Source: an optimization exercise on an open RTL-to-GDS flow (aim: small area and a short achievable clock period). Production flows keep margins and buffers that such runs may drop. The RTL was checked by simulation tests, not by an equivalence proof against the original design. Power and IR drop assume default switching activity.

==> flow/design.v (excerpt) <==
module data_mem_responder #(
    parameter int ADDR_W      = 9,
    parameter int DATA_W      = 8,
    parameter int DEPTH       = 256,
    parameter int WAIT_CYCLES = 2
) (
    input  logic              clk,
    input  logic              rst_n,
    input  logic              req_valid,
    output logic              req_ready,
    input  logic              req_write,
    input  logic [ADDR_W-1:0] req_addr,
    input  logic [DATA_W-1:0] req_wdata,
    output logic              rsp_valid,
    input  logic              rsp_ready,
    output logic [DATA_W-1:0] rsp_rdata,
    output logic              rsp_err,
    output logic              busy,
    output logic [7:0]        err_count
);
make LEC_CHECK=0 CAP_MARGIN=50 CORE_MARGIN=2 CORE_UTILIZATION=68 CTS_CLUSTER_DIAMETER=80 CTS_CLUSTER_SIZE=26 PLACE_DENSITY=0.8 SETUP_SLACK_MARGIN=2.4 SLEW_MARGIN=50 finish   # period 4.4 ns
run.sh (not shown) runs the stock make flow with config.mk's settings and CLKGATE_MAP_FILE= SYNTH_SCRIPT=/design/flow/synth_recipe.tcl, a recipe that flattens the netlist after the stock synthesis.
The first run ran to the end with no violations.
Edit:
Settings changed: CAP_MARGIN 50 to 20, CORE_UTILIZATION 68 to 60, CTS_CLUSTER_SIZE 26 to 30, PLACE_DENSITY 0.8 to 0.72, SETUP_SLACK_MARGIN 2.4 to 2.3, SLEW_MARGIN 50 to 20.
Via count shrinks by 1.4%.
Core utilization shrinks by 8.9 points.
Non-clock buffer count shrinks by 28.
Combinational power shrinks by 14%.
Global-route usage shrinks by 4.3 points.
Synthesized cell count is unchanged.
Die area grows by 13%.
Area after synthesis does not change.
First-iteration DRC count grows by 0.75%.
Maximum frequency shrinks by 5.7%.
Edit:
Settings changed: CAP_MARGIN 20 to 50, CORE_UTILIZATION 60 to 68, CTS_CLUSTER_DIAMETER 80 to 90, CTS_CLUSTER_SIZE 30 to 28, PLACE_DENSITY 0.72 to 0.8, SLEW_MARGIN 20 to 50.
Effect:
- The changed run finished with timing, DRC and antenna clean
- die area went down by roughly a tenth
- synthesized cell count does not change
- setup slack is better by 75 ps
- cell area stays the same
- combinational power went up by about a fifth
- power went down slightly
- routed wire length went down by a few percent
Edit:
Settings changed: CTS_CLUSTER_DIAMETER 90 to 80, CTS_CLUSTER_SIZE 28 to 26, SETUP_SLACK_MARGIN 2.3 to 2.2.
Effect: The changed run ran to the end with no violations; worst setup slack got worse by 99 ps; cell count is about the same; maximum frequency falls by a few percent; non-clock buffer count went down by 11; register-to-register slack is worse by 99 ps.

========
data_mem_responder again, from the RTL that the note above started with.
Settings: LEC_CHECK=0, CAP_MARGIN=50, CORE_MARGIN=2, CORE_UTILIZATION=72, CTS_CLUSTER_DIAMETER=80, CTS_CLUSTER_SIZE=26, PLACE_DENSITY=0.84, SETUP_SLACK_MARGIN=2.3, SLEW_MARGIN=50; clock period 4.4 ns.
Change:
Settings changed: CORE_UTILIZATION 72 to 60, CTS_CLUSTER_SIZE 26 to 30, PLACE_DENSITY 0.84 to 0.72.
Die area came out higher by 20%.
Total power came out higher by 2.1%.
Non-clock buffer count came out higher by 24.
Critical path depth is unchanged.
Sequential power barely changes.
Count of clock-buffer cells in the layout came out lower by 11.
Design area came out higher by 1.2%.
Worst setup slack is better by 90 ps.
Global-route usage came out lower by 6.7 points.
Core utilization came out lower by 12 points.

========
run C:
The RTL this note starts from:
==> flow/design.v <==
`timescale 1ns/1ps
module data_mem_responder #(
    parameter int ADDR_W      = 9,
    parameter int DATA_W      = 8,
    parameter int DEPTH       = 256,
    parameter int WAIT_CYCLES = 2
) (
    input  logic              clk,
    input  logic              rst_n,
    input  logic              req_valid,
    output logic              req_ready,
    input  logic              req_write,
    input  logic [ADDR_W-1:0] req_addr,
    input  logic [DATA_W-1:0] req_wdata,
    output logic              rsp_valid,
    input  logic              rsp_ready,
    output logic [DATA_W-1:0] rsp_rdata,
    output logic              rsp_err,
    output logic              busy,
    output logic [7:0]        err_count
);
    localparam int NP = 8;                   
    localparam int GP = 16 / NP;             
    logic [256*DATA_W-1:0] mem_q;
    logic              req_ready_q, busy_q, rsp_valid_q;
    logic              s1_q, s2_q;           
    logic              err_q;
    logic [7:0]        errcnt_q;
    logic [DATA_W-1:0] rdata_q;
    logic [ADDR_W-1:0] addr_q;
    logic              wr_q;
    logic [DATA_W-1:0] wd_q;
    logic [NP-1:0][15:0] rlon_q;             
    logic [15:0]         rhin_q;             
    logic [15:0]       wlon_q, wlo_q;
    logic [15:0]       whin_q, whi_q;
    logic [DATA_W-1:0] wd1_q, wd2_q;
    logic [NP*DATA_W-1:0] part_q;
    wire accept   = req_valid & req_ready_q;
    wire handover = rsp_valid_q & rsp_ready;
    always_ff @(posedge clk) begin
        if (!rst_n) begin
            req_ready_q <= 1'b1;
            busy_q      <= 1'b0;
            rsp_valid_q <= 1'b0;
            s1_q        <= 1'b0;
            s2_q        <= 1'b0;
        end else begin
            req_ready_q <= (req_ready_q & ~req_valid) | handover;
            busy_q      <= ~((req_ready_q & ~req_valid) | handover);
            rsp_valid_q <= s2_q | (rsp_valid_q & ~rsp_ready);
            s1_q        <= accept;
            s2_q        <= s1_q;
        end
    end
    always_ff @(posedge clk) begin
        if (req_ready_q) begin
            addr_q <= req_addr;
            wr_q   <= req_write;
            wd_q   <= req_wdata;
        end
    end
    wire [15:0] lon_dec = ~(16'd1 << req_addr[3:0]);
    wire [15:0] hin_dec = ~(16'd1 << req_addr[7:4]);
    always_ff @(posedge clk) begin
        for (int p = 0; p < NP; p++) rlon_q[p] <= lon_dec;
        rhin_q <= hin_dec;
    end
    logic [NP*DATA_W-1:0] part_d;
    genvar gp, gb, gi;
    generate
        for (gp = 0; gp < NP; gp++) begin : g_part
            for (gb = 0; gb < DATA_W; gb++) begin : g_bit
                logic [GP-1:0] grp;
                for (gi = 0; gi < GP; gi++) begin : g_row
                    logic [15:0] col;
                    always_comb
                        for (int j = 0; j < 16; j++)
                            col[j] = mem_q[(16*(GP*gp+gi)+j)*DATA_W+gb];
                    assign grp[gi] = rhin_q[GP*gp+gi] | &(rlon_q[gp] | col);
                end
                assign part_d[gp*DATA_W+gb] = &grp;
            end
        end
    endgenerate
    always_ff @(posedge clk) part_q <= part_d;
    logic [DATA_W-1:0] rd_word;
    always_comb begin
        rd_word = '1;
        for (int p = 0; p < NP; p++) rd_word = rd_word & part_q[p*DATA_W +: DATA_W];
    end
    always_ff @(posedge clk) begin
        if (!rst_n) begin
            rdata_q  <= '0;
            err_q    <= 1'b0;
            errcnt_q <= 8'd0;
        end else if (s2_q) begin
            rdata_q <= addr_q[8] ? '0 : (wr_q ? wd_q : rd_word);
            err_q   <= addr_q[8];
            if (addr_q[8] && errcnt_q != 8'hFF) errcnt_q <= errcnt_q + 8'd1;
        end else if (handover) begin
            err_q   <= 1'b0;
        end
    end
    wire wr_arm = rst_n & s2_q & wr_q & ~addr_q[8];
    always_ff @(posedge clk) begin
        wlon_q <= ~(16'd1 << addr_q[3:0]);
        wlo_q  <= 16'd1 << addr_q[3:0];
        whin_q <= ~({15'd0, wr_arm} << addr_q[7:4]);
        whi_q  <= {15'd0, wr_arm} << addr_q[7:4];
        wd1_q  <= wd_q;
        wd2_q  <= wd1_q;
    end
    always_ff @(posedge clk) begin
        for (int w = 0; w < 256; w++) begin
            logic wsel, keep;
            logic [DATA_W-1:0] wdat;
            wsel = ~(whin_q[w/16] | wlon_q[w%16]);
            keep = ~(whi_q[w/16] & wlo_q[w%16]);
            wdat = (w < 86) ? wd_q : (w < 171) ? wd1_q : wd2_q;
            mem_q[w*DATA_W +: DATA_W] <= ({DATA_W{wsel}} & wdat) |
                                         ({DATA_W{keep}} & mem_q[w*DATA_W +: DATA_W]);
        end
    end
    assign req_ready = req_ready_q;
    assign busy      = busy_q;
    assign rsp_valid = rsp_valid_q;
    assign rsp_rdata = rdata_q;
    assign rsp_err   = err_q;
    assign err_count = errcnt_q;
endmodule
clock: 4.4 ns
lec_check: 0
cap_margin: 20
core_margin: 2
core_utilization: 60
cts_cluster_diameter: 80
cts_cluster_size: 30
place_density: 0.72
setup_slack_margin: 2.2
slew_margin: 20
diff inputs: run C => run K
Settings: swapping 0.72 for 0.7 in PLACE_DENSITY; swapping 60 for 55 in CORE_UTILIZATION; swapping 2.2 for 2.4 in SETUP_SLACK_MARGIN; swapping 30 for 24 in CTS_CLUSTER_SIZE; clearing CTS_CLUSTER_DIAMETER, which used to be 80.
## What came out
On number of non-clock buffers: run K sits above run C. Delta(total power, run K - run C) > 0. Summary of the comparison: hold slack is higher in run K, relative to run C. From run C to run K the numbers moved as follows: post-synthesis adder-cell area fraction neither gained nor lost much; power per cell area moved up; non-filler instance count after layout up about 5%.

==> what the ideal ports hide <==
Ports are ideal in the flow. The routed layouts listed here were re-timed in OpenROAD.
Step 1 sets driving cells, clkbuf_16 on the clock port and buf_2 on the other inputs (assumed; they add their load-dependent delay and slew).
Step 2, shift: input delay + t, output delay - t, t = (earliest + latest rising clock arrival at the registers) / 2. This alone moves slack from input paths to output paths.
a / b / c = ideal ports / drivers / drivers and shift; a / b = the first two.
run	t, ns	setup slack, ns	worst setup path after step 2
the first run of note 1	0.825	2.300 / 2.225 / 2.001	input to register
the second run of note 1	0.843	2.174 / 2.174 / 1.840	input to register
the third run of note 1	0.822	2.249 / 2.184 / 2.057	input to register
the fourth run of note 1	0.833	2.150 / 2.135 / 2.007	input to register
the first run of note 2	0.815	2.170 / 2.170 / 1.866	input to register
the second run of note 2	0.840	2.260 / 2.188 / 1.900	input to register
run C	0.864	2.104 / 2.104 / 1.528	input to register
run K	0.932	2.170 / 2.079 / 1.691	input to register
After both steps every run listed still meets setup and hold. The setup slack of run C, which loses most, moves by 0.000 ns with the drivers and by -0.576 ns with both steps.
